Source: an optimization exercise on an open RTL-to-GDS flow (aim: small area, a short achievable clock period and few clock cycles per item). Production flows keep margins and buffers that such runs may drop.
No functional check of the RTL was part of any run shown here.
Power figures rest on the tool's default switching activity, not on a simulated workload.

## flow/design.v (module list and top-level ports; edited modules follow where they fit)
// module csa_fa: 4 lines
// module csa_ha: 4 lines
// module csa_hai: 4 lines
// module csa_xnor: 3 lines
// module csa_or: 3 lines
// module bicubic_tree1: 299 lines
// module bicubic_tree2: 278 lines
// module bicubic_tree3: 256 lines
// module bicubic_pnext: 99 lines
// module bicubic_resampler: 302 lines
// module bicubic_coef: 14 lines
module bicubic_resampler #(
    parameter int LEN_W = bicubic_pkg::LEN_W
) (
    input  wire logic              CLK,
    input  wire logic              RST,
    input  wire logic              start_i,
    input  wire logic [LEN_W-1:0]  src_len_i,
    input  wire logic [LEN_W-1:0]  dst_len_i,
    input  wire logic              src_valid_i,
    input  wire bicubic_pkg::pix_t src_pix_i,
    output logic                   src_ready_o,
    output logic                   out_valid_o,
    output bicubic_pkg::pix_t      out_pix_o,
    input  wire logic              out_ready_i,
    output logic                   done_o
);
  // ...
==> flow/flow/run.sh <==
#!/bin/bash
set -euo pipefail
sed 's/ SETUP_SLACK_MARGIN=[0-9.]* / SETUP_SLACK_MARGIN=6.6 /' standard.sh > standard_margin.sh
grep -q 'SETUP_SLACK_MARGIN=6.6' standard_margin.sh
bash standard_margin.sh > standard.log 2>&1
==> flow/standard.sh <==
#!/bin/bash
# synth_recipe.tcl (not shown) runs the flow's synth.tcl, then flattens the netlist and writes it again
# the make line also repeats each setting of config.mk as NAME=value (left out here)
make -C /OpenROAD-flow-scripts/flow DESIGN_CONFIG=/design/flow/config.mk WORK_HOME=/design/flow/orfs CLKGATE_MAP_FILE= SYNTH_SCRIPT=/design/flow/synth_recipe.tcl "${@:-finish}"
==> flow/config.mk <==
export PLATFORM = sky130hd
export DESIGN_NAME = bicubic_resampler
export DESIGN_NICKNAME = bicubic_resampler
export VERILOG_FILES = /design/flow/design.v
export SDC_FILE = /design/flow/constraint.sdc
export NUM_CORES = 4
export LEC_CHECK = 0
export ABC_CLOCK_PERIOD_IN_PS = 4000
export CAP_MARGIN = 20
export CORE_MARGIN = 2
export CORE_UTILIZATION = 40
export SETUP_SLACK_MARGIN = 5
export SLEW_MARGIN = 20
export SYNTH_HIERARCHICAL = 1
==> flow/constraint.sdc <==
create_clock -name core_clock -period 10.0 [get_ports {CLK}]
set_input_delay 2.0000 -clock core_clock [delete_from_list [all_inputs] [get_ports {CLK}]]
set_output_delay 2.0000 -clock core_clock [all_outputs]
set_load 0.01 [all_outputs]
==> summary.txt, run 1 <==
Signal buf overhead: 3.90%
Clock group: 1.64 mW
portion of total power attributed to sequential cells: 27.5%
multi-input combinational cell area: 16400 um2
CP peak stage delay: 0.52 ns
Pint: 5.75 mW
GR peak layer: met2
fin. max-slew vios: 0
total power: 9.56 mW
share of cell area taken by multi-input logic gates: 54.1%
Slew headroom: 39.4%
M3 GR Usage: 2.66%
post-layout instance area: 30300 um2
sequential share of cell area: 31.5%
largest net degree at the start of global routing: 39
status: complete, no violations
Mapped Avg Cell Area: 10.5 um2
Synth Warn #: 10
metal1 wirelength: 27100 um
nonclk buf count: 143
Top delay family on crit path: adder cells
combinational share of power: 55.4%
postcts setup bufs: 67
Sw Share: 39.9%
Layout Skew: 0.0256 ns
GR Layer Usage met1: 22.9%
clock-pin slew on the worst setup and hold paths: 0.06 ns
commonest non-fill, non-tap cell in the layout: nand2_1
==> module csa_hai, before the edit <==
module csa_hai (input wire a, input wire b, output wire s, output wire co);
    csa_xnor u_s (.a(a), .b(b), .y(s));
    csa_or   u_c (.a(a), .b(b), .y(co));
endmodule
==> module bicubic_tree1, before the edit <==
module bicubic_tree1 (
    input wire [10:0] au,
    input wire [7:0] x,
    input wire [9:0] su,
    output wire [11:0] ya,
    output wire [11:0] yb,
    output wire yc
);
    wire t1;
    wire t2;
    wire t3;
    wire t4;
    wire t5;
    wire t6;
    wire t7;
    wire t8;
    wire t9;
    wire t10;
    wire t11;
    wire t12;
    wire t13;
    wire t14;
    wire t15;
    wire t16;
    wire t17;
    wire t18;
    wire t19;
    wire t20;
    wire t21;
    wire t22;
    wire t23;
    wire t24;
    wire t25;
    wire t26;
    wire t27;
    wire t28;
    wire t29;
    wire t30;
    wire t31;
    wire t32;
    wire t33;
    wire t34;
    wire t35;
    wire t36;
    wire t37;
    wire t38;
    wire t39;
    wire t40;
    wire t41;
    wire t42;
    wire t43;
    wire t44;
    wire t45;
    wire t46;
    wire t47;
    wire t48;
    wire t49;
    wire t50;
    wire t51;
    wire t52;
    wire t53;
    wire t54;
    wire t55;
    wire t56;
    wire t57;
    wire t58;
    wire t59;
    wire t60;
    wire t61;
    wire t62;
    wire t63;
    wire t64;
    wire t65;
    wire t66;
    wire t67;
    wire t68;
    wire t69;
    wire t70;
    wire t71;
    wire t72;
    wire t73;
    wire t74;
    wire t75;
    wire t76;
    wire t77;
    wire t78;
    wire t79;
    wire t80;
    wire t81;
    wire t82;
    wire t83;
    wire t84;
    wire t85;
    wire t86;
    wire t87;
    wire t88;
    wire t89;
    wire t90;
    wire t91;
    wire t92;
    wire t93;
    wire t94;
    wire t95;
    wire t96;
    wire t97;
    wire t98;
    wire t99;
    wire t100;
    wire t101;
    wire t102;
    wire t103;
    wire t104;
    wire t105;
    wire t106;
    wire t107;
    wire t108;
    wire t109;
    wire t110;
    wire t111;
    wire t112;
    wire t113;
    wire t114;
    wire t115;
    wire t116;
    wire t117;
    wire t118;
    wire t119;
    wire t120;
    wire t121;
    wire t122;
    wire t123;
    wire t124;
    wire t125;
    wire t126;
    wire t127;
    wire t128;
    wire t129;
    wire t130;
    wire t131;
    wire t132;
    wire t133;
    wire t134;
    wire t135;
    wire t136;
    wire t137;
    wire t138;
    wire t139;
    wire t140;
    wire t141;
    wire t142;
    wire t143;
    wire t144;
    wire t145;
    wire t146;
    wire t147;
    wire t148;
    wire t149;
    wire t150;
    wire t151;
    wire t152;
    wire t153;
    wire t154;
    wire t155;
    wire t156;
    wire t157;
    wire t158;
    wire t159;
    wire t160;
    wire t161;
    wire t162;
    wire t163;
    wire t164;
    wire t165;
    wire t166;
    wire t167;
    wire t168;
    wire t169;
    wire t170;
    wire t171;
    wire t172;
    wire t173;
    wire t174;
    wire t175;
    wire t176;
    wire t177;
    wire t178;
    wire t179;
    wire t180;
    wire t181;
    wire t182;
    wire t183;
    wire t184;
    wire t185;
    wire t186;
    wire t187;
    wire t188;
    assign t1 = ~au[0];
    assign t2 = ~au[2];
    assign t3 = ~au[9];
    assign t4 = ~au[10];
    csa_hai ht5 (.a(~su[0]), .b(t1), .s(t5), .co(t6));
    csa_fa ft7 (.a(au[0]), .b(au[1]), .c(~su[1]), .s(t7), .co(t8));
    csa_hai ht9 (.a(~(au[2] & x[7])), .b(~(au[3] & x[6])), .s(t9), .co(t10));
    csa_fa ft11 (.a(x[0]), .b(~su[2]), .c(t2), .s(t11), .co(t12));
    csa_fa ft13 (.a(~(au[10] & x[0])), .b(~(au[3] & x[7])), .c(~(au[4] & x[6])), .s(t13), .co(t14));
    csa_fa ft15 (.a(au[2]), .b(au[3]), .c(x[1]), .s(t15), .co(t16));
    csa_fa ft17 (.a(~su[3]), .b(~(au[10] & x[1])), .c(~(au[4] & x[7])), .s(t17), .co(t18));
    csa_fa ft19 (.a(au[4]), .b(x[2]), .c(~su[4]), .s(t19), .co(t20));
    csa_hai ht21 (.a(~(au[0] & x[6])), .b(~(au[1] & x[5])), .s(t21), .co(t22));
    csa_fa ft23 (.a(~(au[0] & x[7])), .b(~(au[1] & x[6])), .c(~(au[2] & x[5])), .s(t23), .co(t24));
    csa_hai ht25 (.a(~(au[3] & x[4])), .b(~(au[4] & x[3])), .s(t25), .co(t26));
    csa_fa ft27 (.a(~(au[1] & x[7])), .b(~(au[2] & x[6])), .c(~(au[3] & x[5])), .s(t27), .co(t28));
    csa_fa ft29 (.a(~(au[4] & x[4])), .b(~(au[5] & x[3])), .c(~(au[6] & x[2])), .s(t29), .co(t30));
    csa_hai ht31 (.a(~(au[7] & x[1])), .b(~(au[8] & x[0])), .s(t31), .co(t32));
    csa_fa ft33 (.a(~(au[4] & x[5])), .b(~(au[5] & x[4])), .c(~(au[6] & x[3])), .s(t33), .co(t34));
    csa_fa ft35 (.a(~(au[7] & x[2])), .b(~(au[8] & x[1])), .c(~(au[9] & x[0])), .s(t35), .co(t36));
    csa_fa ft37 (.a(t6), .b(t9), .c(t7), .s(t37), .co(t38));
    csa_fa ft39 (.a(~(au[5] & x[5])), .b(~(au[6] & x[4])), .c(~(au[7] & x[3])), .s(t39), .co(t40));
    csa_fa ft41 (.a(~(au[8] & x[2])), .b(~(au[9] & x[1])), .c(t10), .s(t41), .co(t42));
    csa_fa ft43 (.a(t8), .b(t11), .c(t13), .s(t43), .co(t44));
    csa_fa ft45 (.a(~(au[5] & x[6])), .b(~(au[6] & x[5])), .c(~(au[7] & x[4])), .s(t45), .co(t46));
    csa_fa ft47 (.a(~(au[8] & x[3])), .b(~(au[9] & x[2])), .c(t12), .s(t47), .co(t48));
    csa_fa ft49 (.a(t15), .b(t14), .c(t17), .s(t49), .co(t50));
    csa_fa ft51 (.a(~(au[10] & x[2])), .b(~(au[5] & x[7])), .c(~(au[6] & x[6])), .s(t51), .co(t52));
    csa_fa ft53 (.a(~(au[7] & x[5])), .b(~(au[8] & x[4])), .c(~(au[9] & x[3])), .s(t53), .co(t54));
    csa_fa ft55 (.a(t16), .b(t19), .c(t18), .s(t55), .co(t56));
    csa_fa ft57 (.a(au[5]), .b(x[3]), .c(~su[5]), .s(t57), .co(t58));
    csa_fa ft59 (.a(~(au[10] & x[3])), .b(~(au[6] & x[7])), .c(~(au[7] & x[6])), .s(t59), .co(t60));
    csa_fa ft61 (.a(~(au[8] & x[5])), .b(~(au[9] & x[4])), .c(t20), .s(t61), .co(t62));
    csa_fa ft63 (.a(au[6]), .b(x[4]), .c(~su[6]), .s(t63), .co(t64));
    csa_fa ft65 (.a(~(au[10] & x[4])), .b(~(au[7] & x[7])), .c(~(au[8] & x[6])), .s(t65), .co(t66));
    csa_fa ft67 (.a(au[7]), .b(x[5]), .c(~su[7]), .s(t67), .co(t68));
    csa_hai ht69 (.a(~(au[0] & x[4])), .b(~(au[1] & x[3])), .s(t69), .co(t70));
    csa_fa ft71 (.a(~(au[0] & x[5])), .b(~(au[1] & x[4])), .c(~(au[2] & x[3])), .s(t71), .co(t72));
    csa_hai ht73 (.a(~(au[3] & x[2])), .b(~(au[4] & x[1])), .s(t73), .co(t74));
    csa_fa ft75 (.a(~(au[2] & x[4])), .b(~(au[3] & x[3])), .c(~(au[4] & x[2])), .s(t75), .co(t76));
    csa_fa ft77 (.a(~(au[5] & x[1])), .b(~(au[6] & x[0])), .c(t21), .s(t77), .co(t78));
    csa_fa ft79 (.a(~(au[5] & x[2])), .b(~(au[6] & x[1])), .c(~(au[7] & x[0])), .s(t79), .co(t80));
    csa_fa ft81 (.a(t22), .b(t25), .c(t23), .s(t81), .co(t82));
    csa_fa ft83 (.a(t26), .b(t5), .c(t31), .s(t83), .co(t84));
    csa_fa ft85 (.a(t24), .b(t27), .c(t29), .s(t85), .co(t86));
    csa_fa ft87 (.a(t32), .b(t28), .c(t30), .s(t87), .co(t88));
    csa_fa ft89 (.a(t33), .b(t35), .c(t37), .s(t89), .co(t90));
    csa_fa ft91 (.a(t34), .b(t36), .c(t39), .s(t91), .co(t92));
    csa_fa ft93 (.a(t41), .b(t38), .c(t43), .s(t93), .co(t94));
    csa_fa ft95 (.a(t40), .b(t45), .c(t42), .s(t95), .co(t96));
    csa_fa ft97 (.a(t47), .b(t44), .c(t49), .s(t97), .co(t98));
    csa_fa ft99 (.a(t46), .b(t51), .c(t53), .s(t99), .co(t100));
    csa_fa ft101 (.a(t48), .b(t55), .c(t50), .s(t101), .co(t102));
    csa_fa ft103 (.a(t57), .b(t52), .c(t54), .s(t103), .co(t104));
    csa_fa ft105 (.a(t59), .b(t61), .c(t56), .s(t105), .co(t106));
    csa_fa ft107 (.a(~(au[9] & x[5])), .b(t58), .c(t63), .s(t107), .co(t108));
    csa_fa ft109 (.a(t60), .b(t65), .c(t62), .s(t109), .co(t110));
    csa_fa ft111 (.a(~(au[10] & x[5])), .b(~(au[8] & x[7])), .c(~(au[9] & x[6])), .s(t111), .co(t112));
    csa_fa ft113 (.a(t64), .b(t67), .c(t66), .s(t113), .co(t114));
    csa_fa ft115 (.a(au[8]), .b(x[6]), .c(~su[8]), .s(t115), .co(t116));
    csa_fa ft117 (.a(~(au[10] & x[6])), .b(~(au[9] & x[7])), .c(t68), .s(t117), .co(t118));
    csa_fa ft119 (.a(x[7]), .b(~su[9]), .c(t3), .s(t119), .co(t120));
    csa_hai ht121 (.a(~(au[0] & x[3])), .b(~(au[1] & x[2])), .s(t121), .co(t122));
    csa_fa ft123 (.a(~(au[2] & x[2])), .b(~(au[3] & x[1])), .c(~(au[4] & x[0])), .s(t123), .co(t124));
    csa_fa ft125 (.a(~(au[5] & x[0])), .b(t70), .c(t73), .s(t125), .co(t126));
    csa_fa ft127 (.a(t74), .b(t72), .c(t75), .s(t127), .co(t128));
    csa_fa ft129 (.a(t76), .b(t79), .c(t78), .s(t129), .co(t130));
    csa_fa ft131 (.a(t80), .b(t83), .c(t82), .s(t131), .co(t132));
    csa_fa ft133 (.a(t84), .b(t87), .c(t86), .s(t133), .co(t134));
    csa_fa ft135 (.a(t88), .b(t91), .c(t90), .s(t135), .co(t136));
    csa_fa ft137 (.a(t92), .b(t95), .c(t94), .s(t137), .co(t138));
    csa_fa ft139 (.a(t99), .b(t96), .c(t98), .s(t139), .co(t140));
    csa_fa ft141 (.a(t103), .b(t100), .c(t102), .s(t141), .co(t142));
    csa_fa ft143 (.a(t104), .b(t107), .c(t109), .s(t143), .co(t144));
    csa_fa ft145 (.a(t111), .b(t108), .c(t113), .s(t145), .co(t146));
    csa_fa ft147 (.a(t115), .b(t112), .c(t117), .s(t147), .co(t148));
    csa_fa ft149 (.a(~(au[10] & x[7])), .b(t116), .c(t119), .s(t149), .co(t150));
    csa_hai ht151 (.a(au[9]), .b(t4), .s(t151), .co(t152));
    csa_hai ht153 (.a(~(au[0] & x[2])), .b(~(au[1] & x[1])), .s(t153), .co(t154));
    csa_fa ft155 (.a(~(au[2] & x[1])), .b(~(au[3] & x[0])), .c(t121), .s(t155), .co(t156));
    csa_fa ft157 (.a(t122), .b(t69), .c(t123), .s(t157), .co(t158));
    csa_fa ft159 (.a(t124), .b(t71), .c(t125), .s(t159), .co(t160));
    csa_fa ft161 (.a(t126), .b(t77), .c(t127), .s(t161), .co(t162));
    csa_fa ft163 (.a(t128), .b(t81), .c(t129), .s(t163), .co(t164));
    csa_fa ft165 (.a(t85), .b(t130), .c(t131), .s(t165), .co(t166));
    csa_fa ft167 (.a(t132), .b(t89), .c(t133), .s(t167), .co(t168));
    csa_fa ft169 (.a(t134), .b(t93), .c(t135), .s(t169), .co(t170));
    csa_fa ft171 (.a(t97), .b(t136), .c(t137), .s(t171), .co(t172));
    csa_fa ft173 (.a(t101), .b(t138), .c(t139), .s(t173), .co(t174));
    csa_fa ft175 (.a(t105), .b(t140), .c(t141), .s(t175), .co(t176));
    csa_fa ft177 (.a(t106), .b(t143), .c(t142), .s(t177), .co(t178));
    csa_fa ft179 (.a(t110), .b(t145), .c(t144), .s(t179), .co(t180));
    csa_fa ft181 (.a(t114), .b(t147), .c(t146), .s(t181), .co(t182));
    csa_fa ft183 (.a(t118), .b(t149), .c(t148), .s(t183), .co(t184));
    csa_fa ft185 (.a(t151), .b(t120), .c(t150), .s(t185), .co(t186));
    csa_hai ht187 (.a(au[10]), .b(t152), .s(t187), .co(t188));
    wire [19:0] ra = {t186, t184, t182, t180, t178, t176, t174, t172, t170, t168, t166, t164, t162, t160, t158, t156, t154, t153, ~(au[0] & x[1]), ~(au[0] & x[0])};
    wire [19:0] rb = {t187, t185, t183, t181, t179, t177, t175, t173, t171, t169, t167, t165, t163, t161, t159, t157, t155, ~(au[2] & x[0]), ~(au[1] & x[0]), 1'b1};
    wire [9:0] lo = {1'b0, ra[7:0], 1'b1} + {1'b0, rb[7:0], 1'b1};
    assign ya = ra[19:8];
    assign yb = rb[19:8];
    assign yc = ~lo[9];
endmodule
==> module bicubic_tree2, before the edit <==
module bicubic_tree2 (
    input wire [11:0] hu,
    input wire [7:0] x,
    input wire [8:0] cu,
    output wire [10:0] ya,
    output wire [10:0] yb,
    output wire yc
);
    wire t1;
    wire t2;
    wire t3;
    wire t4;
    wire t5;
    wire t6;
    wire t7;
    wire t8;
    wire t9;
    wire t10;
    wire t11;
    wire t12;
    wire t13;
    wire t14;
    wire t15;
    wire t16;
    wire t17;
    wire t18;
    wire t19;
    wire t20;
    wire t21;
    wire t22;
    wire t23;
    wire t24;
    wire t25;
    wire t26;
    wire t27;
    wire t28;
    wire t29;
    wire t30;
    wire t31;
    wire t32;
    wire t33;
    wire t34;
    wire t35;
    wire t36;
    wire t37;
    wire t38;
    wire t39;
    wire t40;
    wire t41;
    wire t42;
    wire t43;
    wire t44;
    wire t45;
    wire t46;
    wire t47;
    wire t48;
    wire t49;
    wire t50;
    wire t51;
    wire t52;
    wire t53;
    wire t54;
    wire t55;
    wire t56;
    wire t57;
    wire t58;
    wire t59;
    wire t60;
    wire t61;
    wire t62;
    wire t63;
    wire t64;
    wire t65;
    wire t66;
    wire t67;
    wire t68;
    wire t69;
    wire t70;
    wire t71;
    wire t72;
    wire t73;
    wire t74;
    wire t75;
    wire t76;
    wire t77;
    wire t78;
    wire t79;
    wire t80;
    wire t81;
    wire t82;
    wire t83;
    wire t84;
    wire t85;
    wire t86;
    wire t87;
    wire t88;
    wire t89;
    wire t90;
    wire t91;
    wire t92;
    wire t93;
    wire t94;
    wire t95;
    wire t96;
    wire t97;
    wire t98;
    wire t99;
    wire t100;
    wire t101;
    wire t102;
    wire t103;
    wire t104;
    wire t105;
    wire t106;
    wire t107;
    wire t108;
    wire t109;
    wire t110;
    wire t111;
    wire t112;
    wire t113;
    wire t114;
    wire t115;
    wire t116;
    wire t117;
    wire t118;
    wire t119;
    wire t120;
    wire t121;
    wire t122;
    wire t123;
    wire t124;
    wire t125;
    wire t126;
    wire t127;
    wire t128;
    wire t129;
    wire t130;
    wire t131;
    wire t132;
    wire t133;
    wire t134;
    wire t135;
    wire t136;
    wire t137;
    wire t138;
    wire t139;
    wire t140;
    wire t141;
    wire t142;
    wire t143;
    wire t144;
    wire t145;
    wire t146;
    wire t147;
    wire t148;
    wire t149;
    wire t150;
    wire t151;
    wire t152;
    wire t153;
    wire t154;
    wire t155;
    wire t156;
    wire t157;
    wire t158;
    wire t159;
    wire t160;
    wire t161;
    wire t162;
    wire t163;
    wire t164;
    wire t165;
    wire t166;
    wire t167;
    wire t168;
    wire t169;
    wire t170;
    wire t171;
    wire t172;
    wire t173;
    wire t174;
    assign t1 = ~x[0];
    assign t2 = ~x[5];
    assign t3 = ~x[5];
    assign t4 = ~x[5];
    csa_hai ht5 (.a(~cu[3]), .b(t1), .s(t5), .co(t6));
    csa_fa ft7 (.a(x[0]), .b(x[1]), .c(~cu[4]), .s(t7), .co(t8));
    csa_hai ht9 (.a(~(hu[0] & x[6])), .b(~(hu[1] & x[5])), .s(t9), .co(t10));
    csa_fa ft11 (.a(~(hu[0] & x[7])), .b(~(hu[1] & x[6])), .c(~(hu[2] & x[5])), .s(t11), .co(t12));
    csa_hai ht13 (.a(~(hu[3] & x[4])), .b(~(hu[4] & x[3])), .s(t13), .co(t14));
    csa_fa ft15 (.a(~cu[0]), .b(~(hu[1] & x[7])), .c(~(hu[2] & x[6])), .s(t15), .co(t16));
    csa_fa ft17 (.a(~(hu[3] & x[5])), .b(~(hu[4] & x[4])), .c(~(hu[5] & x[3])), .s(t17), .co(t18));
    csa_hai ht19 (.a(~(hu[6] & x[2])), .b(~(hu[7] & x[1])), .s(t19), .co(t20));
    csa_fa ft21 (.a(~cu[1]), .b(~(hu[2] & x[7])), .c(~(hu[3] & x[6])), .s(t21), .co(t22));
    csa_fa ft23 (.a(~(hu[4] & x[5])), .b(~(hu[5] & x[4])), .c(~(hu[6] & x[3])), .s(t23), .co(t24));
    csa_fa ft25 (.a(~(hu[7] & x[2])), .b(~(hu[8] & x[1])), .c(~(hu[9] & x[0])), .s(t25), .co(t26));
    csa_fa ft27 (.a(~cu[2]), .b(~(hu[10] & x[0])), .c(~(hu[3] & x[7])), .s(t27), .co(t28));
    csa_fa ft29 (.a(~(hu[4] & x[6])), .b(~(hu[5] & x[5])), .c(~(hu[6] & x[4])), .s(t29), .co(t30));
    csa_fa ft31 (.a(~(hu[7] & x[3])), .b(~(hu[8] & x[2])), .c(~(hu[9] & x[1])), .s(t31), .co(t32));
    csa_fa ft33 (.a(~(hu[10] & x[1])), .b(~(hu[11] & x[0])), .c(~(hu[4] & x[7])), .s(t33), .co(t34));
    csa_fa ft35 (.a(~(hu[5] & x[6])), .b(~(hu[6] & x[5])), .c(~(hu[7] & x[4])), .s(t35), .co(t36));
    csa_fa ft37 (.a(~(hu[8] & x[3])), .b(~(hu[9] & x[2])), .c(t5), .s(t37), .co(t38));
    csa_fa ft39 (.a(~(hu[10] & x[2])), .b(~(hu[11] & x[1])), .c(~(hu[5] & x[7])), .s(t39), .co(t40));
    csa_fa ft41 (.a(~(hu[6] & x[6])), .b(~(hu[7] & x[5])), .c(~(hu[8] & x[4])), .s(t41), .co(t42));
    csa_fa ft43 (.a(~(hu[9] & x[3])), .b(t6), .c(t7), .s(t43), .co(t44));
    csa_fa ft45 (.a(x[2]), .b(~cu[5]), .c(~(hu[10] & x[3])), .s(t45), .co(t46));
    csa_fa ft47 (.a(~(hu[11] & x[2])), .b(~(hu[6] & x[7])), .c(~(hu[7] & x[6])), .s(t47), .co(t48));
    csa_fa ft49 (.a(~(hu[8] & x[5])), .b(~(hu[9] & x[4])), .c(t8), .s(t49), .co(t50));
    csa_fa ft51 (.a(x[3]), .b(~cu[6]), .c(~(hu[10] & x[4])), .s(t51), .co(t52));
    csa_fa ft53 (.a(~(hu[11] & x[3])), .b(~(hu[7] & x[7])), .c(~(hu[8] & x[6])), .s(t53), .co(t54));
    csa_fa ft55 (.a(x[4]), .b(~cu[7]), .c(~(hu[10] & x[5])), .s(t55), .co(t56));
    csa_hai ht57 (.a(~(hu[0] & x[4])), .b(~(hu[1] & x[3])), .s(t57), .co(t58));
    csa_fa ft59 (.a(~(hu[0] & x[5])), .b(~(hu[1] & x[4])), .c(~(hu[2] & x[3])), .s(t59), .co(t60));
    csa_hai ht61 (.a(~(hu[3] & x[2])), .b(~(hu[4] & x[1])), .s(t61), .co(t62));
    csa_fa ft63 (.a(~(hu[2] & x[4])), .b(~(hu[3] & x[3])), .c(~(hu[4] & x[2])), .s(t63), .co(t64));
    csa_fa ft65 (.a(~(hu[5] & x[1])), .b(~(hu[6] & x[0])), .c(t9), .s(t65), .co(t66));
    csa_fa ft67 (.a(~(hu[5] & x[2])), .b(~(hu[6] & x[1])), .c(~(hu[7] & x[0])), .s(t67), .co(t68));
    csa_fa ft69 (.a(t10), .b(t13), .c(t11), .s(t69), .co(t70));
    csa_fa ft71 (.a(~(hu[8] & x[0])), .b(t14), .c(t19), .s(t71), .co(t72));
    csa_fa ft73 (.a(t12), .b(t15), .c(t17), .s(t73), .co(t74));
    csa_fa ft75 (.a(t20), .b(t16), .c(t18), .s(t75), .co(t76));
    csa_fa ft77 (.a(t21), .b(t23), .c(t25), .s(t77), .co(t78));
    csa_fa ft79 (.a(t22), .b(t24), .c(t26), .s(t79), .co(t80));
    csa_fa ft81 (.a(t27), .b(t29), .c(t31), .s(t81), .co(t82));
    csa_fa ft83 (.a(t28), .b(t30), .c(t32), .s(t83), .co(t84));
    csa_fa ft85 (.a(t33), .b(t35), .c(t37), .s(t85), .co(t86));
    csa_fa ft87 (.a(t34), .b(t36), .c(t39), .s(t87), .co(t88));
    csa_fa ft89 (.a(t41), .b(t38), .c(t43), .s(t89), .co(t90));
    csa_fa ft91 (.a(t40), .b(t42), .c(t45), .s(t91), .co(t92));
    csa_fa ft93 (.a(t47), .b(t44), .c(t49), .s(t93), .co(t94));
    csa_fa ft95 (.a(~(hu[9] & x[5])), .b(t46), .c(t48), .s(t95), .co(t96));
    csa_fa ft97 (.a(t51), .b(t53), .c(t50), .s(t97), .co(t98));
    csa_fa ft99 (.a(~(hu[11] & x[4])), .b(~(hu[8] & x[7])), .c(~(hu[9] & x[6])), .s(t99), .co(t100));
    csa_fa ft101 (.a(t52), .b(t54), .c(t55), .s(t101), .co(t102));
    csa_fa ft103 (.a(~cu[8]), .b(t2), .c(~(hu[10] & x[6])), .s(t103), .co(t104));
    csa_fa ft105 (.a(~(hu[11] & x[5])), .b(~(hu[9] & x[7])), .c(t56), .s(t105), .co(t106));
    csa_fa ft107 (.a(x[6]), .b(t3), .c(~(hu[10] & x[7])), .s(t107), .co(t108));
    csa_hai ht109 (.a(~(hu[0] & x[3])), .b(~(hu[1] & x[2])), .s(t109), .co(t110));
    csa_fa ft111 (.a(~(hu[2] & x[2])), .b(~(hu[3] & x[1])), .c(~(hu[4] & x[0])), .s(t111), .co(t112));
    csa_fa ft113 (.a(~(hu[5] & x[0])), .b(t58), .c(t61), .s(t113), .co(t114));
    csa_fa ft115 (.a(t62), .b(t60), .c(t63), .s(t115), .co(t116));
    csa_fa ft117 (.a(t64), .b(t67), .c(t66), .s(t117), .co(t118));
    csa_fa ft119 (.a(t68), .b(t71), .c(t70), .s(t119), .co(t120));
    csa_fa ft121 (.a(t72), .b(t75), .c(t74), .s(t121), .co(t122));
    csa_fa ft123 (.a(t76), .b(t79), .c(t78), .s(t123), .co(t124));
    csa_fa ft125 (.a(t80), .b(t83), .c(t82), .s(t125), .co(t126));
    csa_fa ft127 (.a(t84), .b(t87), .c(t86), .s(t127), .co(t128));
    csa_fa ft129 (.a(t88), .b(t91), .c(t90), .s(t129), .co(t130));
    csa_fa ft131 (.a(t95), .b(t92), .c(t94), .s(t131), .co(t132));
    csa_fa ft133 (.a(t99), .b(t96), .c(t101), .s(t133), .co(t134));
    csa_fa ft135 (.a(t100), .b(t103), .c(t105), .s(t135), .co(t136));
    csa_fa ft137 (.a(~(hu[11] & x[6])), .b(t104), .c(t107), .s(t137), .co(t138));
    csa_fa ft139 (.a(x[7]), .b(t4), .c(~(hu[11] & x[7])), .s(t139), .co(t140));
    csa_hai ht141 (.a(~(hu[0] & x[2])), .b(~(hu[1] & x[1])), .s(t141), .co(t142));
    csa_fa ft143 (.a(~(hu[2] & x[1])), .b(~(hu[3] & x[0])), .c(t109), .s(t143), .co(t144));
    csa_fa ft145 (.a(t110), .b(t57), .c(t111), .s(t145), .co(t146));
    csa_fa ft147 (.a(t112), .b(t59), .c(t113), .s(t147), .co(t148));
    csa_fa ft149 (.a(t114), .b(t65), .c(t115), .s(t149), .co(t150));
    csa_fa ft151 (.a(t116), .b(t69), .c(t117), .s(t151), .co(t152));
    csa_fa ft153 (.a(t73), .b(t118), .c(t119), .s(t153), .co(t154));
    csa_fa ft155 (.a(t77), .b(t120), .c(t121), .s(t155), .co(t156));
    csa_fa ft157 (.a(t81), .b(t122), .c(t123), .s(t157), .co(t158));
    csa_fa ft159 (.a(t85), .b(t124), .c(t125), .s(t159), .co(t160));
    csa_fa ft161 (.a(t126), .b(t89), .c(t127), .s(t161), .co(t162));
    csa_fa ft163 (.a(t93), .b(t128), .c(t129), .s(t163), .co(t164));
    csa_fa ft165 (.a(t97), .b(t130), .c(t131), .s(t165), .co(t166));
    csa_fa ft167 (.a(t98), .b(t133), .c(t132), .s(t167), .co(t168));
    csa_fa ft169 (.a(t102), .b(t134), .c(t135), .s(t169), .co(t170));
    csa_fa ft171 (.a(t106), .b(t137), .c(t136), .s(t171), .co(t172));
    csa_fa ft173 (.a(t108), .b(t139), .c(t138), .s(t173), .co(t174));
    wire [18:0] ra = {t172, t170, t168, t166, t164, t162, t160, t158, t156, t154, t152, t150, t148, t146, t144, t142, t141, ~(hu[0] & x[1]), ~(hu[0] & x[0])};
    wire [18:0] rb = {t173, t171, t169, t167, t165, t163, t161, t159, t157, t155, t153, t151, t149, t147, t145, t143, ~(hu[2] & x[0]), ~(hu[1] & x[0]), 1'b1};
    wire [9:0] lo = {1'b0, ra[7:0], 1'b1} + {1'b0, rb[7:0], 1'b1};
    assign ya = ra[18:8];
    assign yb = rb[18:8];
    assign yc = ~lo[9];
endmodule
==> module bicubic_tree3, before the edit <==
module bicubic_tree3 (
    input wire [10:0] hu,
    input wire [7:0] x,
    input wire [7:0] p,
    output wire [9:0] ya,
    output wire [9:0] yb,
    output wire yc
);
    wire t1;
    wire t2;
    wire t3;
    wire t4;
    wire t5;
    wire t6;
    wire t7;
    wire t8;
    wire t9;
    wire t10;
    wire t11;
    wire t12;
    wire t13;
    wire t14;
    wire t15;
    wire t16;
    wire t17;
    wire t18;
    wire t19;
    wire t20;
    wire t21;
    wire t22;
    wire t23;
    wire t24;
    wire t25;
    wire t26;
    wire t27;
    wire t28;
    wire t29;
    wire t30;
    wire t31;
    wire t32;
    wire t33;
    wire t34;
    wire t35;
    wire t36;
    wire t37;
    wire t38;
    wire t39;
    wire t40;
    wire t41;
    wire t42;
    wire t43;
    wire t44;
    wire t45;
    wire t46;
    wire t47;
    wire t48;
    wire t49;
    wire t50;
    wire t51;
    wire t52;
    wire t53;
    wire t54;
    wire t55;
    wire t56;
    wire t57;
    wire t58;
    wire t59;
    wire t60;
    wire t61;
    wire t62;
    wire t63;
    wire t64;
    wire t65;
    wire t66;
    wire t67;
    wire t68;
    wire t69;
    wire t70;
    wire t71;
    wire t72;
    wire t73;
    wire t74;
    wire t75;
    wire t76;
    wire t77;
    wire t78;
    wire t79;
    wire t80;
    wire t81;
    wire t82;
    wire t83;
    wire t84;
    wire t85;
    wire t86;
    wire t87;
    wire t88;
    wire t89;
    wire t90;
    wire t91;
    wire t92;
    wire t93;
    wire t94;
    wire t95;
    wire t96;
    wire t97;
    wire t98;
    wire t99;
    wire t100;
    wire t101;
    wire t102;
    wire t103;
    wire t104;
    wire t105;
    wire t106;
    wire t107;
    wire t108;
    wire t109;
    wire t110;
    wire t111;
    wire t112;
    wire t113;
    wire t114;
    wire t115;
    wire t116;
    wire t117;
    wire t118;
    wire t119;
    wire t120;
    wire t121;
    wire t122;
    wire t123;
    wire t124;
    wire t125;
    wire t126;
    wire t127;
    wire t128;
    wire t129;
    wire t130;
    wire t131;
    wire t132;
    wire t133;
    wire t134;
    wire t135;
    wire t136;
    wire t137;
    wire t138;
    wire t139;
    wire t140;
    wire t141;
    wire t142;
    wire t143;
    wire t144;
    wire t145;
    wire t146;
    wire t147;
    wire t148;
    wire t149;
    wire t150;
    wire t151;
    wire t152;
    wire t153;
    wire t154;
    wire t155;
    wire t156;
    wire t157;
    wire t158;
    wire t159;
    wire t160;
    assign t1 = ~~(hu[1] & x[7]);
    assign t2 = ~x[0];
    csa_hai ht3 (.a(~p[0]), .b(~(hu[1] & x[7])), .s(t3), .co(t4));
    csa_fa ft5 (.a(~p[1]), .b(t2), .c(~(hu[10] & x[0])), .s(t5), .co(t6));
    csa_fa ft7 (.a(x[0]), .b(x[1]), .c(~p[2]), .s(t7), .co(t8));
    csa_hai ht9 (.a(~(hu[0] & x[6])), .b(~(hu[1] & x[5])), .s(t9), .co(t10));
    csa_fa ft11 (.a(~(hu[0] & x[7])), .b(~(hu[1] & x[6])), .c(~(hu[2] & x[5])), .s(t11), .co(t12));
    csa_hai ht13 (.a(~(hu[3] & x[4])), .b(~(hu[4] & x[3])), .s(t13), .co(t14));
    csa_fa ft15 (.a(~(hu[2] & x[6])), .b(~(hu[3] & x[5])), .c(~(hu[4] & x[4])), .s(t15), .co(t16));
    csa_fa ft17 (.a(~(hu[5] & x[3])), .b(~(hu[6] & x[2])), .c(~(hu[7] & x[1])), .s(t17), .co(t18));
    csa_fa ft19 (.a(~(hu[2] & x[7])), .b(~(hu[3] & x[6])), .c(~(hu[4] & x[5])), .s(t19), .co(t20));
    csa_fa ft21 (.a(~(hu[5] & x[4])), .b(~(hu[6] & x[3])), .c(~(hu[7] & x[2])), .s(t21), .co(t22));
    csa_hai ht23 (.a(~(hu[8] & x[1])), .b(~(hu[9] & x[0])), .s(t23), .co(t24));
    csa_fa ft25 (.a(~(hu[3] & x[7])), .b(~(hu[4] & x[6])), .c(~(hu[5] & x[5])), .s(t25), .co(t26));
    csa_fa ft27 (.a(~(hu[6] & x[4])), .b(~(hu[7] & x[3])), .c(~(hu[8] & x[2])), .s(t27), .co(t28));
    csa_fa ft29 (.a(~(hu[9] & x[1])), .b(t4), .c(t5), .s(t29), .co(t30));
    csa_fa ft31 (.a(~(hu[10] & x[1])), .b(~(hu[4] & x[7])), .c(~(hu[5] & x[6])), .s(t31), .co(t32));
    csa_fa ft33 (.a(~(hu[6] & x[5])), .b(~(hu[7] & x[4])), .c(~(hu[8] & x[3])), .s(t33), .co(t34));
    csa_fa ft35 (.a(~(hu[9] & x[2])), .b(t7), .c(t6), .s(t35), .co(t36));
    csa_fa ft37 (.a(x[2]), .b(~p[3]), .c(~(hu[10] & x[2])), .s(t37), .co(t38));
    csa_fa ft39 (.a(~(hu[5] & x[7])), .b(~(hu[6] & x[6])), .c(~(hu[7] & x[5])), .s(t39), .co(t40));
    csa_fa ft41 (.a(~(hu[8] & x[4])), .b(~(hu[9] & x[3])), .c(t8), .s(t41), .co(t42));
    csa_fa ft43 (.a(x[3]), .b(~p[4]), .c(~(hu[10] & x[3])), .s(t43), .co(t44));
    csa_fa ft45 (.a(~(hu[6] & x[7])), .b(~(hu[7] & x[6])), .c(~(hu[8] & x[5])), .s(t45), .co(t46));
    csa_fa ft47 (.a(x[4]), .b(~p[5]), .c(~(hu[10] & x[4])), .s(t47), .co(t48));
    csa_hai ht49 (.a(~(hu[0] & x[4])), .b(~(hu[1] & x[3])), .s(t49), .co(t50));
    csa_fa ft51 (.a(~(hu[0] & x[5])), .b(~(hu[1] & x[4])), .c(~(hu[2] & x[3])), .s(t51), .co(t52));
    csa_hai ht53 (.a(~(hu[3] & x[2])), .b(~(hu[4] & x[1])), .s(t53), .co(t54));
    csa_fa ft55 (.a(~(hu[2] & x[4])), .b(~(hu[3] & x[3])), .c(~(hu[4] & x[2])), .s(t55), .co(t56));
    csa_fa ft57 (.a(~(hu[5] & x[1])), .b(~(hu[6] & x[0])), .c(t9), .s(t57), .co(t58));
    csa_fa ft59 (.a(~(hu[5] & x[2])), .b(~(hu[6] & x[1])), .c(~(hu[7] & x[0])), .s(t59), .co(t60));
    csa_fa ft61 (.a(t10), .b(t13), .c(t11), .s(t61), .co(t62));
    csa_fa ft63 (.a(~(hu[8] & x[0])), .b(t1), .c(t14), .s(t63), .co(t64));
    csa_fa ft65 (.a(t12), .b(t15), .c(t17), .s(t65), .co(t66));
    csa_fa ft67 (.a(t23), .b(t3), .c(t16), .s(t67), .co(t68));
    csa_fa ft69 (.a(t18), .b(t19), .c(t21), .s(t69), .co(t70));
    csa_fa ft71 (.a(t24), .b(t20), .c(t22), .s(t71), .co(t72));
    csa_fa ft73 (.a(t25), .b(t27), .c(t29), .s(t73), .co(t74));
    csa_fa ft75 (.a(t26), .b(t28), .c(t31), .s(t75), .co(t76));
    csa_fa ft77 (.a(t33), .b(t35), .c(t30), .s(t77), .co(t78));
    csa_fa ft79 (.a(t32), .b(t34), .c(t37), .s(t79), .co(t80));
    csa_fa ft81 (.a(t39), .b(t41), .c(t36), .s(t81), .co(t82));
    csa_fa ft83 (.a(~(hu[9] & x[4])), .b(t38), .c(t40), .s(t83), .co(t84));
    csa_fa ft85 (.a(t43), .b(t45), .c(t42), .s(t85), .co(t86));
    csa_fa ft87 (.a(~(hu[7] & x[7])), .b(~(hu[8] & x[6])), .c(~(hu[9] & x[5])), .s(t87), .co(t88));
    csa_fa ft89 (.a(t44), .b(t46), .c(t47), .s(t89), .co(t90));
    csa_fa ft91 (.a(x[5]), .b(~p[6]), .c(~(hu[10] & x[5])), .s(t91), .co(t92));
    csa_fa ft93 (.a(~(hu[8] & x[7])), .b(~(hu[9] & x[6])), .c(t48), .s(t93), .co(t94));
    csa_fa ft95 (.a(x[6]), .b(~p[7]), .c(~(hu[10] & x[6])), .s(t95), .co(t96));
    csa_hai ht97 (.a(~(hu[0] & x[3])), .b(~(hu[1] & x[2])), .s(t97), .co(t98));
    csa_fa ft99 (.a(~(hu[2] & x[2])), .b(~(hu[3] & x[1])), .c(~(hu[4] & x[0])), .s(t99), .co(t100));
    csa_fa ft101 (.a(~(hu[5] & x[0])), .b(t50), .c(t53), .s(t101), .co(t102));
    csa_fa ft103 (.a(t54), .b(t52), .c(t55), .s(t103), .co(t104));
    csa_fa ft105 (.a(t56), .b(t59), .c(t58), .s(t105), .co(t106));
    csa_fa ft107 (.a(t60), .b(t63), .c(t62), .s(t107), .co(t108));
    csa_fa ft109 (.a(t64), .b(t67), .c(t66), .s(t109), .co(t110));
    csa_fa ft111 (.a(t68), .b(t71), .c(t70), .s(t111), .co(t112));
    csa_fa ft113 (.a(t72), .b(t75), .c(t74), .s(t113), .co(t114));
    csa_fa ft115 (.a(t76), .b(t79), .c(t78), .s(t115), .co(t116));
    csa_fa ft117 (.a(t83), .b(t80), .c(t85), .s(t117), .co(t118));
    csa_fa ft119 (.a(t87), .b(t84), .c(t89), .s(t119), .co(t120));
    csa_fa ft121 (.a(t88), .b(t91), .c(t93), .s(t121), .co(t122));
    csa_fa ft123 (.a(~(hu[9] & x[7])), .b(t92), .c(t95), .s(t123), .co(t124));
    csa_hai ht125 (.a(x[7]), .b(~(hu[10] & x[7])), .s(t125), .co(t126));
    csa_hai ht127 (.a(~(hu[0] & x[2])), .b(~(hu[1] & x[1])), .s(t127), .co(t128));
    csa_fa ft129 (.a(~(hu[2] & x[1])), .b(~(hu[3] & x[0])), .c(t97), .s(t129), .co(t130));
    csa_fa ft131 (.a(t98), .b(t49), .c(t99), .s(t131), .co(t132));
    csa_fa ft133 (.a(t100), .b(t51), .c(t101), .s(t133), .co(t134));
    csa_fa ft135 (.a(t102), .b(t57), .c(t103), .s(t135), .co(t136));
    csa_fa ft137 (.a(t104), .b(t61), .c(t105), .s(t137), .co(t138));
    csa_fa ft139 (.a(t65), .b(t106), .c(t107), .s(t139), .co(t140));
    csa_fa ft141 (.a(t69), .b(t108), .c(t109), .s(t141), .co(t142));
    csa_fa ft143 (.a(t110), .b(t111), .c(t73), .s(t143), .co(t144));
    csa_fa ft145 (.a(t112), .b(t77), .c(t113), .s(t145), .co(t146));
    csa_fa ft147 (.a(t81), .b(t114), .c(t115), .s(t147), .co(t148));
    csa_fa ft149 (.a(t82), .b(t117), .c(t116), .s(t149), .co(t150));
    csa_fa ft151 (.a(t86), .b(t119), .c(t118), .s(t151), .co(t152));
    csa_fa ft153 (.a(t90), .b(t120), .c(t121), .s(t153), .co(t154));
    csa_fa ft155 (.a(t94), .b(t123), .c(t122), .s(t155), .co(t156));
    csa_fa ft157 (.a(t125), .b(t96), .c(t124), .s(t157), .co(t158));
    csa_hai ht159 (.a(1'b0), .b(t126), .s(t159), .co(t160));
    wire [18:0] ra = {t158, t156, t154, t152, t150, t148, t146, t144, t142, t140, t138, t136, t134, t132, t130, t128, t127, ~(hu[0] & x[1]), ~(hu[0] & x[0])};
    wire [18:0] rb = {t159, t157, t155, t153, t151, t149, t147, t145, t143, t141, t139, t137, t135, t133, t131, t129, ~(hu[2] & x[0]), ~(hu[1] & x[0]), 1'b1};
    wire [10:0] lo = {1'b0, ra[8:0], 1'b1} + {1'b0, rb[8:0], 1'b1};
    assign ya = ra[18:9];
    assign yb = rb[18:9];
    assign yc = ~lo[10];
endmodule
==> run 2, diff against run 1 <==
--- a/flow/design.v
+++ b/flow/design.v
@@ -31,24 +31,18 @@
     assign s  = a ^ b ^ c;
     assign co = (a & b) | (a & c) | (b & c);
 endmodule
 module csa_ha (input wire a, input wire b, output wire s, output wire co);
     assign s  = a ^ b;
     assign co = a & b;
 endmodule
 module csa_hai (input wire a, input wire b, output wire s, output wire co);
-    csa_xnor u_s (.a(a), .b(b), .y(s));
-    csa_or   u_c (.a(a), .b(b), .y(co));
-endmodule
-module csa_xnor (input wire a, input wire b, output wire y);
-    assign y = ~(a ^ b);
-endmodule
-module csa_or (input wire a, input wire b, output wire y);
-    assign y = a | b;
+    assign s  = ~(a ^ b);
+    assign co = a | b;
 endmodule
 module bicubic_tree1 (
     input wire [10:0] au,
     input wire [7:0] x,
     input wire [9:0] su,
     output wire [11:0] ya,
     output wire [11:0] yb,
     output wire yc
@@ -334,20 +328,20 @@
     csa_fa ft177 (.a(t106), .b(t143), .c(t142), .s(t177), .co(t178));
     csa_fa ft179 (.a(t110), .b(t145), .c(t144), .s(t179), .co(t180));
     csa_fa ft181 (.a(t114), .b(t147), .c(t146), .s(t181), .co(t182));
     csa_fa ft183 (.a(t118), .b(t149), .c(t148), .s(t183), .co(t184));
     csa_fa ft185 (.a(t151), .b(t120), .c(t150), .s(t185), .co(t186));
     csa_hai ht187 (.a(au[10]), .b(t152), .s(t187), .co(t188));
     wire [19:0] ra = {t186, t184, t182, t180, t178, t176, t174, t172, t170, t168, t166, t164, t162, t160, t158, t156, t154, t153, ~(au[0] & x[1]), ~(au[0] & x[0])};
     wire [19:0] rb = {t187, t185, t183, t181, t179, t177, t175, t173, t171, t169, t167, t165, t163, t161, t159, t157, t155, ~(au[2] & x[0]), ~(au[1] & x[0]), 1'b1};
-    wire [9:0] lo = {1'b0, ra[7:0], 1'b1} + {1'b0, rb[7:0], 1'b1};
+    wire [8:0] lo = {1'b0, ~ra[7:0]} + {1'b0, ~rb[7:0]};
     assign ya = ra[19:8];
     assign yb = rb[19:8];
-    assign yc = ~lo[9];
+    assign yc = lo[8];
 endmodule
 module bicubic_tree2 (
     input wire [11:0] hu,
     input wire [7:0] x,
     input wire [8:0] cu,
     output wire [10:0] ya,
     output wire [10:0] yb,
     output wire yc
@@ -612,20 +606,20 @@
     csa_fa ft163 (.a(t93), .b(t128), .c(t129), .s(t163), .co(t164));
     csa_fa ft165 (.a(t97), .b(t130), .c(t131), .s(t165), .co(t166));
     csa_fa ft167 (.a(t98), .b(t133), .c(t132), .s(t167), .co(t168));
     csa_fa ft169 (.a(t102), .b(t134), .c(t135), .s(t169), .co(t170));
     csa_fa ft171 (.a(t106), .b(t137), .c(t136), .s(t171), .co(t172));
     csa_fa ft173 (.a(t108), .b(t139), .c(t138), .s(t173), .co(t174));
     wire [18:0] ra = {t172, t170, t168, t166, t164, t162, t160, t158, t156, t154, t152, t150, t148, t146, t144, t142, t141, ~(hu[0] & x[1]), ~(hu[0] & x[0])};
     wire [18:0] rb = {t173, t171, t169, t167, t165, t163, t161, t159, t157, t155, t153, t151, t149, t147, t145, t143, ~(hu[2] & x[0]), ~(hu[1] & x[0]), 1'b1};
-    wire [9:0] lo = {1'b0, ra[7:0], 1'b1} + {1'b0, rb[7:0], 1'b1};
+    wire [8:0] lo = {1'b0, ~ra[7:0]} + {1'b0, ~rb[7:0]};
     assign ya = ra[18:8];
     assign yb = rb[18:8];
-    assign yc = ~lo[9];
+    assign yc = lo[8];
 endmodule
 module bicubic_tree3 (
     input wire [10:0] hu,
     input wire [7:0] x,
     input wire [7:0] p,
     output wire [9:0] ya,
     output wire [9:0] yb,
     output wire yc
@@ -868,20 +862,20 @@
     csa_fa ft149 (.a(t82), .b(t117), .c(t116), .s(t149), .co(t150));
     csa_fa ft151 (.a(t86), .b(t119), .c(t118), .s(t151), .co(t152));
     csa_fa ft153 (.a(t90), .b(t120), .c(t121), .s(t153), .co(t154));
     csa_fa ft155 (.a(t94), .b(t123), .c(t122), .s(t155), .co(t156));
     csa_fa ft157 (.a(t125), .b(t96), .c(t124), .s(t157), .co(t158));
     csa_hai ht159 (.a(1'b0), .b(t126), .s(t159), .co(t160));
     wire [18:0] ra = {t158, t156, t154, t152, t150, t148, t146, t144, t142, t140, t138, t136, t134, t132, t130, t128, t127, ~(hu[0] & x[1]), ~(hu[0] & x[0])};
     wire [18:0] rb = {t159, t157, t155, t153, t151, t149, t147, t145, t143, t141, t139, t137, t135, t133, t131, t129, ~(hu[2] & x[0]), ~(hu[1] & x[0]), 1'b1};
-    wire [10:0] lo = {1'b0, ra[8:0], 1'b1} + {1'b0, rb[8:0], 1'b1};
+    wire [9:0] lo = {1'b0, ~ra[8:0]} + {1'b0, ~rb[8:0]};
     assign ya = ra[18:9];
     assign yb = rb[18:9];
-    assign yc = ~lo[10];
+    assign yc = lo[9];
 endmodule
 `default_nettype wire
 `timescale 1ns/1ps
 `default_nettype none
 module bicubic_pnext (
     input wire [7:0] p2,
     input wire [7:0] p3,
     input wire [7:0] n,
@@ -994,58 +988,57 @@
     input  wire logic              src_valid_i,
     input  wire bicubic_pkg::pix_t src_pix_i,
     output logic                   src_ready_o,
     output logic                   out_valid_o,
     output bicubic_pkg::pix_t      out_pix_o,
     input  wire logic              out_ready_i,
     output logic                   done_o
 );
-    localparam int QN = 7;   
     logic             busy;        
     logic             done_r;
     logic [LEN_W-1:0] den;         
     logic [LEN_W-1:0] src_left;    
     logic             sl_nz;       
-    logic [7:0]       nb;          
-    logic             nbv;         
+    logic [7:0]       nb, nb1;     
+    logic             nbv, nbv1;   
     logic             srdy;        
     logic [LEN_W-1:0] out_left;    
     logic             ol_nz;       
     logic             k8;          
     logic             loaded;      
     logic             filling;     
     logic [1:0]       fsh;         
     logic             out0;        
     logic             prep;        
-    logic [QN-1:0]    oc;          
     logic [1:0]       dcnt;        
     logic             ddone;       
     logic [7:0]       kq;          
     logic [LEN_W-1:0] rr;          
     logic [7:0]       xr;          
     logic [7:0]       xn;          
     logic [LEN_W-1:0] en;          
     logic             sh;          
     logic [7:0]         p1, p2, p3;
     logic signed [10:0] ca;
     logic signed [9:0]  cs;        
     logic signed [8:0]  cc;
     logic signed [10:0] pa;        
-    logic start_go, pop, iss0, issr, iss, run, avail, step, take, win_sh, use_nb;
+    logic start_go, pop, adv, iss0, issr, iss, run, avail, step, take, win_sh, use_nb;
     logic [7:0] npix;
     logic [7:0] x_in;
     assign start_go = start_i && !busy;
     assign pop      = out_valid_o && out_ready_i;
-    assign run    = prep && ol_nz && !oc[QN-1];
+    assign adv      = !out_valid_o || out_ready_i;    
+    assign run    = prep && ol_nz && adv;
     assign avail  = nbv || !sl_nz;
     assign src_ready_o = srdy;
     assign take   = srdy && src_valid_i;
     assign step   = filling && avail;                     
-    assign iss0   = busy && loaded && !out0;
+    assign iss0   = busy && loaded && !out0 && adv;
     assign issr   = run && (!sh || avail);
     assign iss    = iss0 || issr;
     assign win_sh = (step && loaded) || (issr && sh);
     assign use_nb = nbv && (step || (issr && sh));
     assign npix   = nbv ? nb : p3;
     assign x_in   = out0 ? xr : 8'd0;
     logic [LEN_W+1:0] sd;          
     logic [LEN_W+3:0] u1, ua, ub;  
@@ -1069,82 +1062,61 @@
     logic       ecar;
     logic [8:0] xsum;
     logic [9:0] xcs;
     always_comb begin
         ecar = (en >= den);
         xcs  = {1'b0, xn, 1'b1} + {1'b0, kq, ecar};
         xsum = xcs[9:1];
     end
-    logic busy_n, out0_n, ddone_n, filling_n, prep_n, fin, sl_nz_n, nbv_n, ol_nz_n, sh_n, dlast;
-    logic [QN-1:0] oc_n;
+    logic busy_n, out0_n, ddone_n, filling_n, prep_n, fin, sl_nz_n, nbv_n, nbv1_n, ol_nz_n, sh_n, dlast;
     always_comb begin
         dlast     = !ddone && dcnt == 2'd3;
-        fin       = pop && oc[0] && !oc[1] && !ol_nz;     
+        fin       = pop && !(|v) && !ol_nz;               
         busy_n    = start_go || (busy && !fin);
         out0_n    = !start_go && (out0 || iss0);
         ddone_n   = !start_go && (ddone || dlast);
         filling_n = start_go || (filling && !(step && loaded && fsh == 2'd1));
         prep_n    = busy_n && out0_n && ddone_n && !filling_n;
         sl_nz_n   = start_go || (take ? (src_left != LEN_W'(1)) : sl_nz);
-        nbv_n     = !start_go && (take || (nbv && !use_nb));
+        nbv_n     = !start_go && (take || nbv1 || (nbv && !use_nb));
+        nbv1_n    = !start_go && (take ? (nbv && (nbv1 || !use_nb)) : (nbv1 && !use_nb));
         ol_nz_n   = start_go || (iss ? (out_left != LEN_W'(1)) : ol_nz);
-        if (iss && !pop)      oc_n = {oc[QN-2:0], 1'b1};
-        else if (!iss && pop) oc_n = {1'b0, oc[QN-1:1]};
-        else                  oc_n = oc;
         if (dlast)     sh_n = k8 | kq[6];
         else if (issr) sh_n = xsum[8] | k8;
         else           sh_n = sh;
     end
     logic srdy_n;
-    logic [3:0] srdy_c;
-    always_comb begin
-        for (int k = 0; k < 4; k++) begin
-            logic tk, pp;
-            logic sl_nz_k, nbv_k, full_k;
-            tk = k[0];
-            pp = k[1];
-            sl_nz_k = start_go || (tk ? (src_left != LEN_W'(1)) : sl_nz);
-            nbv_k   = !start_go && (tk || (nbv && !use_nb));
-            if (iss && !pp)      full_k = oc[QN-2];
-            else if (!iss && pp) full_k = 1'b0;
-            else                 full_k = oc[QN-1];
-            srdy_c[k] = (start_go || busy) && sl_nz_k
-                        && (!nbv_k || filling_n
-                            || ((start_go || busy) && out0_n && ddone_n && !filling_n
-                                && ol_nz_n && !full_k && sh_n));
-        end
-        srdy_n = srdy_c[{pop, take}];
-    end
+    assign srdy_n = (start_go || busy) && sl_nz_n && !nbv1_n;
     always_ff @(posedge CLK) begin
         if (RST) begin
             busy    <= 1'b0;
             done_r  <= 1'b0;
-            oc      <= '0;
             filling <= 1'b0;
             prep    <= 1'b0;
             srdy    <= 1'b0;
         end else begin
             busy    <= busy_n;
             filling <= filling_n;
             prep    <= prep_n;
-            oc      <= oc_n;
             srdy    <= srdy_n;
             if (start_go) done_r <= 1'b0;
             else if (fin) done_r <= 1'b1;
         end
     end
     always_ff @(posedge CLK) begin
         out0  <= out0_n;
         ddone <= ddone_n;
         sl_nz <= sl_nz_n;
         nbv   <= nbv_n;
+        nbv1  <= nbv1_n;
         ol_nz <= ol_nz_n;
         sh    <= sh_n;
-        if (take) nb <= src_pix_i;
+        if (use_nb || !nbv) nb <= nbv1 ? nb1 : src_pix_i;
+        if (take) nb1 <= src_pix_i;
         if (dlast && !k8) den <= LEN_W'(den - r1);
         if (start_go) begin
             den      <= dst_len_i - 1'b1;
             k8       <= (src_len_i == dst_len_i);
             src_left <= src_len_i;
             out_left <= dst_len_i;
             loaded   <= 1'b0;
             fsh      <= (src_len_i == dst_len_i) ? 2'd3 : 2'd2;
@@ -1221,73 +1193,61 @@
     logic [9:0]  t3a, t3b;
     logic        t3c;
     logic [12:0] h1c;
     logic [11:0] h2c;
     logic [10:0] y3c;
     logic [9:0]  y3;
     logic [7:0]  res;
     bicubic_tree1 u_t1 (.au({~ca[10], ca[9:0]}), .x(x_in), .su({~cs[9], cs[8:0]}), .ya(t1a), .yb(t1b), .yc(t1c));
-    assign h1c = {r1a, 1'b1} + {r1b, ~r1c};
+    assign h1c = {~r1a, 1'b1} + {~r1b, r1c};
     bicubic_tree2 u_t2 (.hu({~h1[11], h1[10:0]}), .x(x2), .cu({~c2[8], c2[7:0]}), .ya(t2a), .yb(t2b), .yc(t2c));
-    assign h2c = {r2a, 1'b1} + {r2b, ~r2c};
+    assign h2c = {~r2a, 1'b1} + {~r2b, r2c};
     bicubic_tree3 u_t3 (.hu({~h2[10], h2[9:0]}), .x(x4), .p(pp4), .ya(t3a), .yb(t3b), .yc(t3c));
-    assign y3c = {r3a, 1'b1} + {r3b, ~r3c};
-    assign y3  = ~y3c[10:1];
+    assign y3c = {~r3a, 1'b1} + {~r3b, r3c};
+    assign y3  = y3c[10:1];
     assign res = y3[9] ? 8'd0 : (y3[8] ? 8'hff : y3[7:0]);
     always_ff @(posedge CLK) begin
-        if (RST) v <= '0;
-        else     v <= {v[4:1], iss};
+        if (RST)      v <= '0;
+        else if (adv) v <= {v[4:1], iss};
     end
     always_ff @(posedge CLK) begin
+        if (adv) begin
         r1a <= t1a;
         r1b <= t1b;
         r1c <= t1c;
         c1  <= cc;
         pp1 <= p1;
         x1  <= x_in;
-        h1  <= ~h1c[12:1];
+        h1  <= h1c[12:1];
         c2  <= c1;
         pp2 <= pp1;
         x2  <= x1;
         r2a <= t2a;
         r2b <= t2b;
         r2c <= t2c;
         pp3 <= pp2;
         x3  <= x2;
-        h2  <= ~h2c[11:1];
+        h2  <= h2c[11:1];
         pp4 <= pp3;
         x4  <= x3;
         r3a <= t3a;
         r3b <= t3b;
         r3c <= t3c;
-    end
-    logic [7:0]    qe [QN];
-    logic [QN-1:0] qv;
-    logic [QN-1:0] qv_hold, qv_pop;
-    logic [7:0]    qe_hold [QN];
-    logic [7:0]    qe_pop [QN];
-    always_comb begin
-        qv_hold = v[5] ? {qv[QN-2:0], 1'b1} : qv;
-        qv_pop  = v[5] ? qv : {1'b0, qv[QN-1:1]};
-        for (int i = 0; i < QN; i++) begin
-            qe_hold[i] = (v[5] && !qv[i] && (i == 0 || qv[(i + QN - 1) % QN])) ? res : qe[i];
-            if (i == QN - 1) qe_pop[i] = qe[i];
-            else qe_pop[i] = (v[5] && qv[i] && !qv[(i + 1) % QN]) ? res : qe[(i + 1) % QN];
         end
     end
+    logic       qv;
+    logic [7:0] qe;
     always_ff @(posedge CLK) begin
-        if (RST) qv <= '0;
-        else     qv <= pop ? qv_pop : qv_hold;
-        for (int i = 0; i < QN; i++) begin
-            qe[i] <= pop ? qe_pop[i] : qe_hold[i];
-        end
+        if (RST)      qv <= 1'b0;
+        else if (adv) qv <= v[5];
+        if (adv) qe <= res;
     end
-    assign out_valid_o = qv[0];
-    assign out_pix_o   = qe[0];
+    assign out_valid_o = qv;
+    assign out_pix_o   = qe;
     assign done_o      = done_r;
 endmodule
 module bicubic_coef (
     input  wire logic [7:0]         p1,
     input  wire logic [7:0]         p2,
     input  wire logic [7:0]         p3,
     input  wire logic [7:0]         n,
     input  wire logic signed [10:0] pa,
--- a/flow/config.mk
+++ b/flow/config.mk
@@ -4,11 +4,12 @@
 export VERILOG_FILES = /design/flow/design.v
 export SDC_FILE = /design/flow/constraint.sdc
 export NUM_CORES = 4
 export LEC_CHECK = 0
 export ABC_CLOCK_PERIOD_IN_PS = 4000
 export CAP_MARGIN = 20
 export CORE_MARGIN = 2
 export CORE_UTILIZATION = 40
+export CTS_BUF_LIST = sky130_fd_sc_hd__clkbuf_8
 export SETUP_SLACK_MARGIN = 5
 export SLEW_MARGIN = 20
 export SYNTH_HIERARCHICAL = 1
==> run 2 against run 1 <==
Net effect: still clean; synthesized area about the same; hold slack better by 0.087 ns; clock skew up 0.022 ns; worst setup slack worse by 0.034 ns; synthesized cell count up 0.98%; largest cell class unchanged; largest power group unchanged.
==> summary.txt, run 2 <==
worst path bufs/invs: 5
sequential cell area: 9830 um2
largest net degree at the start of global routing: 95 (+140%)
Pint: 5.25 mW (-8.7%)
combinational share of power: 56.2% (+0.8 points)
Setup TNS Final: 0 ns
DRC errors left: 0
pwr dens: 290 nW/um2
Slew headroom: 29.2% (-10 points)
die area: 69000 um2
setup violation total in the final timing report: 0
Filler Cell Count: 6025
min-delay src: x3[0]$_DFFE_PN_
portion of total power attributed to sequential cells: 27.7% (+0.2 points)
Die X: 263 um
hold crit path type: reg2reg
Post-Syn Area: 26800 um2
Initial Util: 40.6%
crit path max fanout: 4
largest buffer count on any clock path: 3
CTS HTree Levels: 2
GR Util All Layers: 16.8%
multi-input combinational cell area: 15300 um2 (-6.4%)
RR Startpoint: den[1]$_DFFE_PP_
Post-Place Cell Area: 27600 um2
Nets: 3127
CTS Buf Count: 61
Critical Path End Type: flip-flop
gr ovfl total: 0
CP max stage cell: edfxtp_1
Mapped Avg Cell Area: 10.4 um2 (-0.90%)
endpoints failing hold: 0
worst slew pin tran: 1.06 ns
Max Cap Viol: 0
Final Core Density: 46.1%
global-route wire length before repair: 95400 um
via count: 18100
number of vias per cell: 5.09
Routed Wire Length: 57900 um
post-layout minimum cycle time: 3.69 ns
DP Wirelength: 40000 um
Worst Setup SP: den[1]$_DFFE_PP_
Sw Share: 40.5% (+0.62 points)
CP peak stage delay: 0.42 ns (-0.10 ns)
IO Pins: 38
Hold-fix buffers, CTS: 0
required time of the critical path: 10.41 ns
initial DRC count: 992
commonest non-fill, non-tap cell in the layout: nand2_1
core area: 66000 um2
Clk pwr share: 16.1%
WL per Instance: 16.2 um
clock root cell: clkbuf_8
VDD IR max: 0.307 mV
number of port buffers: 37
Arr. time, crit path: 4.10 ns
commonest non-fill, non-tap cells in the layout: 398 x nand2_1, 368 x inv_1, 289 x edfxtp_1
critical-path cell list: buf_6, inv_8, ha_1, nor2b_4, o31ai_4, nand2b_1, a21oi_2, xnor2_2, ha_1, buf_4, a41oi_4, nand4b_1, o21ai_4, buf_4, buf_6, nor2_1, a21oi_2, o221ai_2
Cells after Synth: 2581
clock-pin slew on the worst setup and hold paths: 0.06 ns (about the same)
Initial DRT Pass Iterations: 5
leakage power: 12.3 nW
worst hold margin: 0.407 ns
switching power total: 3.57 mW
Worst-Skew Late Latency: 0.67 ns
CTS tree: yes
die extent in y: 263 um
DRT antenna net count: 0
Top delay family on crit path: compound AO/OA/AOI/OAI gates
CP Class: reg2reg
Sink Count: 346
Critical Path Start Type: flip-flop
biggest regs: h1 x12, r1a x12, r1b x12
RSZ-0062 raised after global routing: yes
Syn-to-layout area delta: 13.6%
number of global-route vias before repair: 19200
Post-Syn Nets: 3056
post-layout instance area: 30400 um2 (+0.40%)
fin crit share: 36.9%
status: complete, no violations
routability cong.: 0.893
Synth Warn #: 7 (-3)
Layout Skew: 0.0472 ns (+0.0215 ns)
fin. max-slew vios: 0 (unchanged)
# rows: 94
Max Freq: 271 MHz
initial antenna violation count: 1
share of cells above drive strength 1: 14.4%
==> run 2: path summary, 6_finish.rpt <==
check	slack, ns	cells past startpoint	endpoint
setup / recovery	6.31	18	en[5]$_DFFE_PP_
setup reg to reg	6.31	18	en[5]$_DFFE_PP_
hold reg to reg	0.41	0	x4[0]$_DFFE_PN_
hold / removal	0.41	0	x4[0]$_DFFE_PN_
==> run 2: through the flow <==
stage / total power, mW / cells / worst slack, ns
2_1_floorplan: 5.78 / 2581 / 6.04
3_3_place_gp: 6.33 / 3324 / 4.44
3_5_place_dp: 6.46 / 3325 / 4.34
4_1_cts: 8.54 / 3517 / 6.37
5_1_grt: 9.50 / 3564 / 6.14
6_report: 8.82 / 3564 / 6.31
==> run 2: layer usage <==
| metal | wire (um) | GRT usage [%] | share of wire [%] | vias to the layer above |
|---|---|---|---|---|
| met1 | 25000 | 21.2 | 43 | 8943 |
| met3 | 2950 | 2.93 | 5.1 | 96 |
| met2 | 28500 | 29.2 | 49 | 452 |
| li1 | - | - | - | 8645 |
| met4 | 1360 | 5.65 | 2.3 | 0 |
| met5 | 0 | 0 | 0 | - |
==> run 2: final cells by class <==
class,instances,area share [%]
antenna,1,0.00822
timing repair buffer,165,4.54
clock buffer,67,3.03
tap,864,3.55
timing repair inverter,4,0.127
sequential,346,32.3
clock inverter,43,1.33
multi-input combinational,1706,50.4
inverter,368,4.68
==> run 2: power by group through the flow <==
stage	registers (mW)	logic [mW]	clock network [mW]
finish	2.44	4.95	1.42
global route	2.49	5.48	1.53
CTS	2.45	4.62	1.47
detailed placement	2.51	3.95	0
global placement	2.50	3.83	0
floorplan	2.27	3.51	0
==> run 2: repair_timing <==
| action | in CTS | in global routing |
|---|---|---|
| pin swaps | 45 | 38 |
| endpoints found under the setup margin | 151 | 207 |
| setup buffers | 77 | 45 |
| gates cloned | 5 | 1 |
| gates resized for setup | 95 | 44 |

[re-timing with driven ports]
No port has a modelled driver above. Below, the same layouts with a new extraction and two added sets of constraints.
Step 1, drivers: a clkbuf_16 drives CLK and a buf_2 each remaining input, both assumed.
Step 2, shift: input delay + t, output delay - t, t = (earliest + latest rising clock arrival at the registers) / 2. This alone moves slack from input paths to output paths.
Three values: ideal, step 1, step 2; two values: the first two.
run | t, ns | slack for setup (ns) | worst setup path after step 2
run 1 | 0.621 | 6.343 / 6.343 / 6.028 | input to register
run 2 | 0.710 | 6.309 / 6.309 / 5.841 | input to register
After both steps every run listed still meets setup and hold. For run 2, which loses most, drivers alone change the setup slack by 0.000 ns; drivers and shift together by -0.468 ns.
